This design comes from an exercise in tuning for small area, a short achievable clock period and few clock cycles per item on the open sky130 flow, not from production work.
RTL that was checked went through simulation tests only; none was proved equivalent to the original.
No activity file was given, so power comes from the tool's default toggle rates.

==> inputs of lagoon <==
## cpu6502_load_store_core
module cpu6502_load_store_core (
  input  wire           clk_i,
  input  wire           rst_ni,
  input  wire           in_valid_i,
  output logic          in_ready_o,
  input  wire  [1:0]    in_kind_i,
  input  wire  [7:0]    in_read_data_i,
  output logic          out_valid_o,
  input  wire           out_ready_i,
  output logic [15:0]   out_bus_address_o,
  output logic          out_bus_write_o,
  output logic [7:0]    out_write_data_o,
  output logic          out_at_boundary_o,
  output logic [3:0]    out_cycle_count_o,
  output logic          out_illegal_opcode_o,
  output logic [7:0]    out_reg_a_o,
  output logic [7:0]    out_reg_x_o,
  output logic [7:0]    out_reg_y_o,
  output logic [7:0]    out_reg_sp_o,
  output logic [7:0]    out_reg_status_o,
  output logic [15:0]   out_reg_pc_o
);
export LEC_CHECK = 0
export CAP_MARGIN = 20
export CORE_MARGIN = 2
export CORE_UTILIZATION = 40
export CTS_BUF_LIST = sky130_fd_sc_hd__clkbuf_8 sky130_fd_sc_hd__clkbuf_4
export CTS_CLUSTER_DIAMETER = 100
export CTS_CLUSTER_SIZE = 40
export PLACE_DENSITY = 0.6
export SETUP_SLACK_MARGIN = 2.5
export SLEW_MARGIN = 20
export TNS_END_PERCENT = 0
create_clock -name core_clock -period 5.0 [get_ports {clk_i}]
standard.sh (not shown) runs the stock make flow with config.mk's settings and CLKGATE_MAP_FILE= SYNTH_SCRIPT=/design/flow/synth_recipe.tcl, a recipe that flattens the netlist after the stock synthesis.
==> flow/flow/run.sh <==
#!/bin/bash
# The standard layout (the standard.sh), with two changes to how the layout is made:
#  - the input and output port buffers are plain buffers (buf_1) instead of the delay cells
#    buffer_ports picks by default;
#  - after the standard synthesis, the delay cells (clkdlybuf*, dlygate*, dlymetal*) are
#    kept out of the place-and-route steps, so timing repair sizes buffers with real
#    buffers. (Hold is met with a wide margin and needs no delay cells.)
# The synthesis runs first and unchanged. Each run's full output goes to its own log here.
set -o pipefail
export BUFFER_PORTS_ARGS="-buffer_cell sky130_fd_sc_hd__buf_1"
bash standard.sh synth > standard_synth.log 2>&1 || exit 1
export DONT_USE_CELLS="sky130_fd_sc_hd__clkdlybuf4s15_1 sky130_fd_sc_hd__clkdlybuf4s15_2 sky130_fd_sc_hd__clkdlybuf4s18_1 sky130_fd_sc_hd__clkdlybuf4s18_2 sky130_fd_sc_hd__clkdlybuf4s25_1 sky130_fd_sc_hd__clkdlybuf4s25_2 sky130_fd_sc_hd__clkdlybuf4s50_1 sky130_fd_sc_hd__clkdlybuf4s50_2 sky130_fd_sc_hd__dlygate4sd1_1 sky130_fd_sc_hd__dlygate4sd2_1 sky130_fd_sc_hd__dlygate4sd3_1 sky130_fd_sc_hd__dlymetal6s2s_1 sky130_fd_sc_hd__dlymetal6s4s_1 sky130_fd_sc_hd__dlymetal6s6s_1"
bash standard.sh > standard.log 2>&1
==> ember: changes against lagoon <==
--- a/flow/design.v
+++ b/flow/design.v
@@ -155,12 +155,13 @@
   endfunction
   function automatic logic [15:0] sel16(input logic s, input logic [15:0] v);
     sel16 = v & {16{s}};
   endfunction
   logic sp_step, p_nz, p_pl, pc_v, pc_2, pc_1, pc_h;
   logic a_h, x_h, y_h, sp_h, p_h;
+  logic drop_v, drop_o;
   logic s_rv, s_pp, s_vl, s_hi, s_sp0, s_sp1, s_pc1, s_zp, s_pl, s_pc;
   logic w_h, w_ph, w_pl, w_pi, w_a, w_p, w_st;
   always_comb begin
     sp_step = f_pul || e_pch || e_pcl || e_pps || (e_dat && o_push);
     p_nz = wnz;
     p_pl = e_dat && o_plp;
@@ -211,19 +212,21 @@
     s_sp0 = take_int || f_push;
     s_sp1 = f_pul || e_pch || e_pcl;
     s_pc1 = (e_fet && !s_pha && !s_php && !s_pul) || o_ab;
     s_zp  = e_opr && !o_abs;
     s_pl  = e_plo;
     s_pc  = e_dat;
-    ah_d  = sel8(s_rv || s_pp || s_vl, 8'hFF) | sel8(s_hi, hsum) | sel8(s_sp0 || s_sp1, 8'h01) |
-            sel8(s_pc1, pc1[15:8]) | sel8(s_pc, pc_q[15:8]) | sel8(drop, ah_q);
-    al_d  = sel8(s_rv, 8'hFC) | sel8(s_pp, {5'b11111, vec_q, 1'b0}) |
+    drop_v = drop && ph_q[VLO];
+    drop_o = drop && !ph_q[VLO];
+    ah_d  = sel8(s_rv || s_pp || s_vl || drop_v, 8'hFF) | sel8(s_hi, hsum) | sel8(s_sp0 || s_sp1, 8'h01) |
+            sel8(s_pc1, pc1[15:8]) | sel8(s_pc, pc_q[15:8]) | sel8(drop_o, ah_q);
+    al_d  = sel8(s_rv, 8'hFC) | sel8(s_pp || drop_v, {5'b11111, vec_q, 1'b0}) |
             sel8(s_vl, {5'b11111, vec_q, 1'b1}) | sel8(s_hi, tmp_q) | sel8(s_sp0, sp_q) |
             sel8(s_sp1, spn) | sel8(s_pc1, pc1[7:0]) | sel8(s_zp, bsum[7:0]) |
-            sel8(s_pl, al1) | sel8(s_pc, pc_q[7:0]) | sel8(drop, al_q);
-    w_h  = drop;
+            sel8(s_pl, al1) | sel8(s_pc, pc_q[7:0]) | sel8(drop_o, al_q);
+    w_h  = drop_o;
     w_ph = take_int;
     w_pl = e_pch;
     w_pi = e_pcl;
     w_a  = e_fet && s_pha;
     w_p  = e_fet && s_php;
     w_st = st_go;
@@ -238,27 +241,26 @@
   end
   always_ff @(posedge clk_i or negedge rst_ni) begin
     if (!rst_ni) begin
       ov_q <= 1'b0;
       pc_q <= 16'h0000; a_q <= 8'h00; x_q <= 8'h00; y_q <= 8'h00; sp_q <= SpReset;
       p_q <= 8'h00; ph_q <= 11'd1 << VLO; vec_q <= V_RST;
-      ah_q <= 8'hFF; al_q <= 8'hFC; wr_q <= 1'b0; wd_q <= 8'h00;
     end else begin
       if (adv) begin
         pc_q <= pc_d; a_q <= a_d; x_q <= x_d; y_q <= y_d; sp_q <= sp_d; p_q <= p_d;
         ph_q <= ph_d; vec_q <= vec_d;
-        ah_q <= ah_d; al_q <= al_d; wr_q <= wr_d; wd_q <= wd_d;
         ov_q <= 1'b1;
       end else if (out_ready_i) begin
         ov_q <= 1'b0;
       end
     end
   end
   always_ff @(posedge clk_i) begin
     if (adv) begin
       if (e_fet) op_q <= d;
+      ah_q <= ah_d; al_q <= al_d; wr_q <= wr_d; wd_q <= wd_d;
       tmp_q <= tmp_d; c_q <= c_d; sx_q <= sx_d; sy_q <= sy_d;
       bnd_q <= bnd_d; cyc_q <= cyc_d; ill_q <= ill_d;
     end
   end
   assign out_valid_o          = ov_q;
   assign out_bus_address_o    = {ah_q, al_q};
==> flow/flow/run.sh (replaced) <==
#!/bin/bash
# The standard layout (the standard.sh, all steps), with the input and output port
# buffers made of plain buffers instead of the delay cells buffer_ports picks by default.
# Every tool's output goes to standard.log in this folder.
set -o pipefail
export BUFFER_PORTS_ARGS="-buffer_cell sky130_fd_sc_hd__buf_1"
bash standard.sh > standard.log 2>&1
==> amber: changes against lagoon <==
==> flow/flow/run.sh (replaced) <==
#!/bin/bash
# The standard layout (the standard.sh, all steps), with the input and output port
# buffers made of clkbuf_1 cells instead of the delay cells buffer_ports picks by default.
# Timing repair resizes cells only within their footprint, and the clkbuf footprint holds
# no delay cells, so the port buffers stay plain buffers as they are sized up.
# Every tool's output goes to standard.log in this folder.
set -o pipefail
export BUFFER_PORTS_ARGS="-buffer_cell sky130_fd_sc_hd__clkbuf_1"
bash standard.sh > standard.log 2>&1
==> comparison table <==
Post-synth top area share: ember 0.1827; lagoon 0.2121; amber 0.2121
Slowest cell on the critical path: ember sky130_fd_sc_hd__a222oi_1; lagoon sky130_fd_sc_hd__ha_1; amber sky130_fd_sc_hd__a221o_1
Buffers inserted by post-CTS timing repair: ember 12; lagoon 1; amber 8
Met2 global-route usage: ember 0.4521; lagoon 0.4587; amber 0.4415
Share of flip-flops with an asynchronous set or reset: ember 0.5833; lagoon 0.7917; amber 0.7917
Area growth from synthesis to final layout: ember 15.65%; lagoon 15.07%; amber 15.35%
Count of unique library cells instantiated by Yosys: ember 84; lagoon 87; amber 87
Depth of the most critical reg-to-reg path: ember 9; lagoon 10; amber 8
Outcome: ember finished clean; lagoon finished clean; amber finished clean
Cells on Worst Hold Path: ember -; lagoon 2; amber 2
Met1 routing resource usage after global routing: ember 0.4142; lagoon 0.4237; amber 0.4223
Biggest cell delay along the critical path: ember 0.47 ns; lagoon 0.50 ns; amber 0.39 ns
GR Util met3: ember 0.06196; lagoon 0.05762; amber 0.05854
Final weighted congestion in routability-driven placement: ember 0.9687; lagoon 0.9694; amber 1.011
Testbench counts of lagoon, summed over its fixed seeds: cycles 32,008, beats 32,000.
Testbench counts of amber, summed over its fixed seeds: cycles 32,008, beats 32,000.
No functional check of the RTL was part of ember.


==> violet <==
==> flow/design.v <==
`default_nettype none
module cpu6502_load_store_core (
  input  wire           clk_i,
  input  wire           rst_ni,
  input  wire           in_valid_i,
  output logic          in_ready_o,
  input  wire  [1:0]    in_kind_i,
  input  wire  [7:0]    in_read_data_i,
  output logic          out_valid_o,
  input  wire           out_ready_i,
  output logic [15:0]   out_bus_address_o,
  output logic          out_bus_write_o,
  output logic [7:0]    out_write_data_o,
  output logic          out_at_boundary_o,
  output logic [3:0]    out_cycle_count_o,
  output logic          out_illegal_opcode_o,
  output logic [7:0]    out_reg_a_o,
  output logic [7:0]    out_reg_x_o,
  output logic [7:0]    out_reg_y_o,
  output logic [7:0]    out_reg_sp_o,
  output logic [7:0]    out_reg_status_o,
  output logic [15:0]   out_reg_pc_o
);
  localparam logic [7:0] SpReset = 8'hFD;
  localparam int VLO = 0, VHI = 1, FET = 2, OPR = 3, AHI = 4, PLO = 5, PHI = 6, DAT = 7,
                 PCH = 8, PCL = 9, PPS = 10;
  localparam logic [1:0] V_RST = 2'b10, V_IRQ = 2'b11, V_NMI = 2'b01;
  logic [15:0] pc_q, pc_d;
  logic [7:0]  a_q, a_d, x_q, x_d, y_q, y_d, sp_q, sp_d, p_q, p_d;
  logic [7:0]  op_q;
  logic [10:0] ph_q, ph_d;
  logic [7:0]  tmp_q, tmp_d;
  logic        c_q, c_d;
  logic        sx_q, sx_d, sy_q, sy_d;    
  logic [1:0]  vec_q, vec_d;
  logic [7:0]  ah_q, ah_d, al_q, al_d;
  logic        wr_q, wr_d;
  logic [7:0]  wd_q, wd_d;
  logic        ov_q;
  logic        bnd_q, bnd_d, ill_q, ill_d;
  logic [3:0]  cyc_q, cyc_d;
  logic        adv;
  logic [1:0]  k;
  logic [7:0]  d;
  assign in_ready_o = !ov_q || out_ready_i;
  assign adv        = in_valid_i && in_ready_o;
  assign k          = in_kind_i;
  assign d          = in_read_data_i;
  logic k_done, k_rst, take_int, drop;
  assign k_done   = (k == 2'd0);
  assign k_rst    = (k == 2'd3);
  assign take_int = ph_q[FET] && (k == 2'd2 || (k == 2'd1 && !p_q[2]));
  assign drop     = !k_done && !k_rst && !take_int;
  logic n_imm, n_opr, n_ill;
  logic t_tax, t_tay, t_txa, t_tya, t_tsx, t_txs, s_pha, s_php, s_pul;
  always_comb begin
    n_imm = 1'b0; n_opr = 1'b0;
    case (d)
      8'hA9, 8'hA2, 8'hA0:                               n_imm = 1'b1;
      8'hA5, 8'hB5, 8'hAD, 8'hBD, 8'hB9, 8'hA1, 8'hB1,
      8'hA6, 8'hB6, 8'hAE, 8'hBE, 8'hA4, 8'hB4, 8'hAC, 8'hBC,
      8'h85, 8'h95, 8'h8D, 8'h9D, 8'h99, 8'h81, 8'h91,
      8'h86, 8'h96, 8'h8E, 8'h84, 8'h94, 8'h8C:          n_opr = 1'b1;
      default: ;
    endcase
    t_tax = (d == 8'hAA); t_tay = (d == 8'hA8); t_txa = (d == 8'h8A);
    t_tya = (d == 8'h98); t_tsx = (d == 8'hBA); t_txs = (d == 8'h9A);
    s_pha = (d == 8'h48); s_php = (d == 8'h08); s_pul = (d == 8'h68) || (d == 8'h28);
    n_ill = !(n_imm || n_opr || t_tax || t_tay || t_txa || t_tya || t_tsx || t_txs ||
              s_pha || s_php || s_pul);
  end
  logic o_abs, o_ptr, o_st, o_lda, o_ldx, o_ldy, o_plp, o_push;
  logic [3:0] o_cyc;
  always_comb begin
    o_abs  = op_q[3];                                         
    o_ptr  = op_q[1:0] == 2'b01 && op_q[3:2] == 2'b00;        
    o_st   = op_q[7:5] == 3'b100;
    o_lda  = (op_q[7:5] == 3'b101 && op_q[1:0] == 2'b01) || op_q == 8'h68;
    o_ldx  = op_q[7:5] == 3'b101 && op_q[1:0] == 2'b10;
    o_ldy  = op_q[7:5] == 3'b101 && op_q[1:0] == 2'b00;
    o_plp  = op_q == 8'h28;
    o_push = !op_q[7] && !op_q[5];
    case (op_q)
      8'hA9, 8'hA2, 8'hA0:                               o_cyc = 4'd2;
      8'hA5, 8'hA6, 8'hA4, 8'h85, 8'h86, 8'h84,
      8'h48, 8'h08:                                      o_cyc = 4'd3;
      8'hBD, 8'hB9, 8'hBE, 8'hBC:                        o_cyc = c_q ? 4'd5 : 4'd4;
      8'h9D, 8'h99:                                      o_cyc = 4'd5;
      8'hB1:                                             o_cyc = c_q ? 4'd6 : 4'd5;
      8'hA1, 8'h81, 8'h91:                               o_cyc = 4'd6;
      default:                                           o_cyc = 4'd4;
    endcase
  end
  logic e_vlo, e_vhi, e_fet, e_opr, e_ahi, e_plo, e_phi, e_dat, e_pch, e_pcl, e_pps;
  assign e_vlo = k_done && ph_q[VLO];
  assign e_vhi = k_done && ph_q[VHI];
  assign e_fet = k_done && ph_q[FET];
  assign e_opr = k_done && ph_q[OPR];
  assign e_ahi = k_done && ph_q[AHI];
  assign e_plo = k_done && ph_q[PLO];
  assign e_phi = k_done && ph_q[PHI];
  assign e_dat = k_done && ph_q[DAT];
  assign e_pch = k_done && ph_q[PCH];
  assign e_pcl = k_done && ph_q[PCL];
  assign e_pps = k_done && ph_q[PPS];
  logic f_ill, f_imp, f_push, f_pul, f_imm, f_opr;
  assign f_ill  = e_fet && n_ill;
  assign f_imp  = e_fet && (t_tax || t_tay || t_txa || t_tya || t_tsx || t_txs);
  assign f_push = e_fet && (s_pha || s_php);
  assign f_pul  = e_fet && s_pul;
  assign f_imm  = e_fet && n_imm;
  assign f_opr  = e_fet && n_opr;
  logic o_zp, o_ab, o_pt;         
  assign o_ab = e_opr && o_abs;
  assign o_pt = e_opr && !o_abs && o_ptr;
  assign o_zp = e_opr && !o_abs && !o_ptr;
  logic st_go;
  assign st_go = o_st && (o_zp || e_ahi || e_phi);
  logic [15:0] pc1, pc2;
  logic [7:0]  spn, idx, hsum, al1;
  logic [8:0]  bsum;
  assign pc1  = pc_q + 16'd1;
  assign pc2  = pc_q + 16'd2;
  assign spn  = sp_q + {{7{!ph_q[FET]}}, 1'b1};
  assign idx  = (x_q & {8{sx_q}}) | (y_q & {8{sy_q}});
  assign bsum = {1'b0, d} + {1'b0, idx};
  assign hsum = d + {7'd0, c_q};
  assign al1  = al_q + 8'd1;
  logic       s_ta, s_tx, s_ty, s_ts, s_td;
  logic       wa, wx, wy, wsp, wnz;
  logic [7:0] tv;
  logic       tz;
  assign s_ta = e_fet && (t_tax || t_tay);
  assign s_tx = e_fet && (t_txa || t_txs);
  assign s_ty = e_fet && t_tya;
  assign s_ts = e_fet && t_tsx;
  assign s_td = e_dat;
  assign tv   = (a_q & {8{s_ta}}) | (x_q & {8{s_tx}}) | (y_q & {8{s_ty}}) |
                (sp_q & {8{s_ts}}) | (d & {8{s_td}});
  assign tz   = (s_ta && a_q == 8'h00) || (s_tx && x_q == 8'h00) || (s_ty && y_q == 8'h00) ||
                (s_ts && sp_q == 8'h00) || (s_td && d == 8'h00);
  assign wa   = (e_fet && (t_txa || t_tya)) || (e_dat && o_lda);
  assign wx   = (e_fet && (t_tax || t_tsx)) || (e_dat && o_ldx);
  assign wy   = (e_fet && t_tay) || (e_dat && o_ldy);
  assign wsp  = e_fet && t_txs;
  assign wnz  = (e_fet && (t_tax || t_tay || t_txa || t_tya || t_tsx)) ||
                (e_dat && (o_lda || o_ldx || o_ldy));
  logic [7:0] p_int;     
  assign p_int = {p_q[7:6], 1'b1, vec_q[1], p_q[3], 1'b1, p_q[1:0]};
  always_comb begin
    a_d = k_rst ? 8'h00 : (wa ? tv : a_q);
    x_d = k_rst ? 8'h00 : (wx ? tv : x_q);
    y_d = k_rst ? 8'h00 : (wy ? tv : y_q);
    if (k_rst)                                        sp_d = SpReset;
    else if (wsp)                                     sp_d = tv;
    else if (f_pul || e_pch || e_pcl || e_pps ||
             (e_dat && o_push))                       sp_d = spn;
    else                                              sp_d = sp_q;
    if (k_rst)                                        p_d = 8'h00;
    else if (wnz)                                     p_d = {tv[7], p_q[6:2], tz, p_q[0]};
    else if (e_dat && o_plp)                          p_d = d;
    else if (e_pcl)                                   p_d = p_int;
    else                                              p_d = p_q;
    if (e_vhi)                                        pc_d = {hsum, tmp_q};
    else if (f_imm)                                   pc_d = pc2;
    else if (e_fet || e_opr || e_ahi)                 pc_d = pc1;
    else                                              pc_d = pc_q;
    ph_d = drop ? ph_q : 11'd0;
    ph_d[VLO] = k_rst || e_pps || (drop && ph_q[VLO]);
    ph_d[VHI] = e_vlo || (drop && ph_q[VHI]);
    ph_d[FET] = e_vhi || e_dat || f_ill || f_imp || (drop && ph_q[FET]);
    ph_d[OPR] = f_opr || (drop && ph_q[OPR]);
    ph_d[AHI] = o_ab || (drop && ph_q[AHI]);
    ph_d[PLO] = o_pt || (drop && ph_q[PLO]);
    ph_d[PHI] = e_plo || (drop && ph_q[PHI]);
    ph_d[DAT] = f_push || f_pul || f_imm || o_zp || e_ahi || e_phi || (drop && ph_q[DAT]);
    ph_d[PCH] = take_int || (drop && ph_q[PCH]);
    ph_d[PCL] = e_pch || (drop && ph_q[PCL]);
    ph_d[PPS] = e_pcl || (drop && ph_q[PPS]);
    tmp_d = e_vlo ? d : ((e_opr || e_plo) ? bsum[7:0] : tmp_q);
    c_d   = e_vlo ? 1'b0 : ((e_opr || e_plo) ? bsum[8] : c_q);
    if (e_fet) begin
      sx_d = (d[4:2] == 3'b101 || d[4:2] == 3'b111 || (d[1:0] == 2'b01 && d[4:2] == 3'b000))
             && d[1:0] != 2'b10;
      sy_d = (d[1:0] == 2'b10 && d[4]) || (d[1:0] == 2'b01 && d[4:2] == 3'b110);
    end else if (e_opr) begin
      sx_d = 1'b0; sy_d = op_q[4];
    end else begin
      sx_d = sx_q; sy_d = sy_q;
    end
    vec_d = k_rst ? V_RST : (take_int ? (k[1] ? V_NMI : V_IRQ) : vec_q);
    if (k_rst)                                 begin ah_d = 8'hFF; al_d = 8'hFC; end
    else if (e_pps)                            begin ah_d = 8'hFF; al_d = {5'b11111, vec_q, 1'b0}; end
    else if (e_vlo)                            begin ah_d = 8'hFF; al_d = {5'b11111, vec_q, 1'b1}; end
    else if (e_vhi || e_ahi || e_phi)          begin ah_d = hsum;  al_d = tmp_q; end
    else if (take_int || f_push)               begin ah_d = 8'h01; al_d = sp_q; end
    else if (f_pul || e_pch || e_pcl)          begin ah_d = 8'h01; al_d = spn; end
    else if (e_fet || o_ab)                    begin ah_d = pc1[15:8]; al_d = pc1[7:0]; end
    else if (e_opr)                            begin ah_d = 8'h00; al_d = bsum[7:0]; end
    else if (e_plo)                            begin ah_d = 8'h00; al_d = al1; end
    else if (e_dat)                            begin ah_d = pc_q[15:8]; al_d = pc_q[7:0]; end
    else                                       begin ah_d = ah_q; al_d = al_q; end
    if (drop)                                  begin wr_d = wr_q; wd_d = wd_q; end
    else if (take_int)                         begin wr_d = 1'b1; wd_d = pc_q[15:8]; end
    else if (e_pch)                            begin wr_d = 1'b1; wd_d = pc_q[7:0]; end
    else if (e_pcl)                            begin wr_d = 1'b1; wd_d = p_int; end
    else if (e_fet && s_pha)                   begin wr_d = 1'b1; wd_d = a_q; end
    else if (e_fet && s_php)                   begin wr_d = 1'b1; wd_d = p_q; end
    else if (st_go)                            begin
      wr_d = 1'b1;
      wd_d = op_q[0] ? a_q : (op_q[1] ? x_q : y_q);
    end
    else                                       begin wr_d = 1'b0; wd_d = 8'h00; end
    bnd_d = e_vhi || e_dat || f_ill || f_imp;
    ill_d = f_ill;
    if (e_vhi)                                 cyc_d = (vec_q == V_IRQ) ? 4'd7 : 4'd8;
    else if (f_ill || f_imp)                   cyc_d = 4'd2;
    else if (e_dat)                            cyc_d = o_cyc;
    else                                       cyc_d = 4'd0;
  end
  always_ff @(posedge clk_i or negedge rst_ni) begin
    if (!rst_ni) begin
      ov_q <= 1'b0;
      pc_q <= 16'h0000; a_q <= 8'h00; x_q <= 8'h00; y_q <= 8'h00; sp_q <= SpReset;
      p_q <= 8'h00; ph_q <= 11'd1 << VLO; vec_q <= V_RST;
      ah_q <= 8'hFF; al_q <= 8'hFC; wr_q <= 1'b0; wd_q <= 8'h00;
    end else begin
      if (adv) begin
        pc_q <= pc_d; a_q <= a_d; x_q <= x_d; y_q <= y_d; sp_q <= sp_d; p_q <= p_d;
        ph_q <= ph_d; vec_q <= vec_d;
        ah_q <= ah_d; al_q <= al_d; wr_q <= wr_d; wd_q <= wd_d;
        ov_q <= 1'b1;
      end else if (out_ready_i) begin
        ov_q <= 1'b0;
      end
    end
  end
  always_ff @(posedge clk_i) begin
    if (adv) begin
      if (e_fet) op_q <= d;
      tmp_q <= tmp_d; c_q <= c_d; sx_q <= sx_d; sy_q <= sy_d;
      bnd_q <= bnd_d; cyc_q <= cyc_d; ill_q <= ill_d;
    end
  end
  assign out_valid_o          = ov_q;
  assign out_bus_address_o    = {ah_q, al_q};
  assign out_bus_write_o      = wr_q;
  assign out_write_data_o     = wd_q;
  assign out_at_boundary_o    = bnd_q;
  assign out_cycle_count_o    = cyc_q;
  assign out_illegal_opcode_o = ill_q;
  assign out_reg_a_o          = a_q;
  assign out_reg_x_o          = x_q;
  assign out_reg_y_o          = y_q;
  assign out_reg_sp_o         = sp_q;
  assign out_reg_status_o     = p_q;
  assign out_reg_pc_o         = pc_q;
endmodule
`default_nettype wire
==> flow/flow/run.sh <==
#!/bin/bash
# The standard layout (the standard.sh, all steps), with the input and output port
# buffers made of plain buffers instead of the delay cells buffer_ports picks by default.
# Every tool's output goes to standard.log in this folder.
set -o pipefail
export BUFFER_PORTS_ARGS="-buffer_cell sky130_fd_sc_hd__buf_1"
bash standard.sh > standard.log 2>&1
==> flow/standard.sh <==
#!/bin/bash
# synth_recipe.tcl (not shown) runs the flow's synth.tcl, then flattens the netlist and writes it again
# the make line also repeats each setting of config.mk as NAME=value (left out here)
make -C /OpenROAD-flow-scripts/flow DESIGN_CONFIG=/design/flow/config.mk WORK_HOME=/design/flow/orfs CLKGATE_MAP_FILE= SYNTH_SCRIPT=/design/flow/synth_recipe.tcl "${@:-finish}"
==> flow/config.mk <==
export PLATFORM = sky130hd
export DESIGN_NAME = cpu6502_load_store_core
export DESIGN_NICKNAME = cpu6502_load_store_core
export VERILOG_FILES = /design/flow/design.v
export SDC_FILE = /design/flow/constraint.sdc
export NUM_CORES = 4
export LEC_CHECK = 0
export CAP_MARGIN = 20
export CORE_MARGIN = 2
export CORE_UTILIZATION = 40
export PLACE_DENSITY = 0.6
export SETUP_SLACK_MARGIN = 2.5
export SLEW_MARGIN = 20
export TNS_END_PERCENT = 0
==> flow/constraint.sdc <==
create_clock -name core_clock -period 5.0 [get_ports {clk_i}]
set_input_delay 1.0000 -clock core_clock [delete_from_list [all_inputs] [get_ports {clk_i}]]
set_output_delay 1.0000 -clock core_clock [all_outputs]
set_load 0.01 [all_outputs]
==> inputs of tundra, as changes to violet <==
SETUP_SLACK_MARGIN = 2.8   (was 2.5)
==> comparison <==
- Synthesized area is the same in violet and tundra.
- Sequential power is about the same in tundra and violet.
- In non-clock buffer count, tundra and violet do not differ.
- Critical path depth: violet is lower than tundra (1).
No functional check of the RTL was part of any run of this note.

[re-timing with driven ports]
Ports are ideal in the flow. The routed layouts listed here were re-timed in OpenROAD.
Step 1 sets driving cells, clkbuf_16 on the clock port and buf_2 on the other inputs (assumed; they add their load-dependent delay and slew).
Step 2 also shifts input and output timing later by t, the mid clock arrival at the registers, as if the neighbouring blocks saw the same clock.
Three values: no drivers, after step 1, after step 2; two values: the first two.
| run | shift t [ns] | setup slack, ns | clock arrival spread, ns |
|---|---|---|---|
| lagoon | 0.501 | 2.369 / 2.389 / 1.888 | 0.019 / 0.018 |
| ember | 0.506 | 2.279 / 2.299 / 1.793 | 0.020 / 0.020 |
| amber | 0.506 | 2.363 / 2.382 / 1.877 | 0.013 / 0.013 |
| violet | 0.473 | 2.237 / 2.247 / 1.774 | 0.013 / 0.013 |
| tundra | 0.474 | 2.265 / 2.273 / 1.799 | 0.011 / 0.011 |
After both steps every run listed still meets setup and hold.
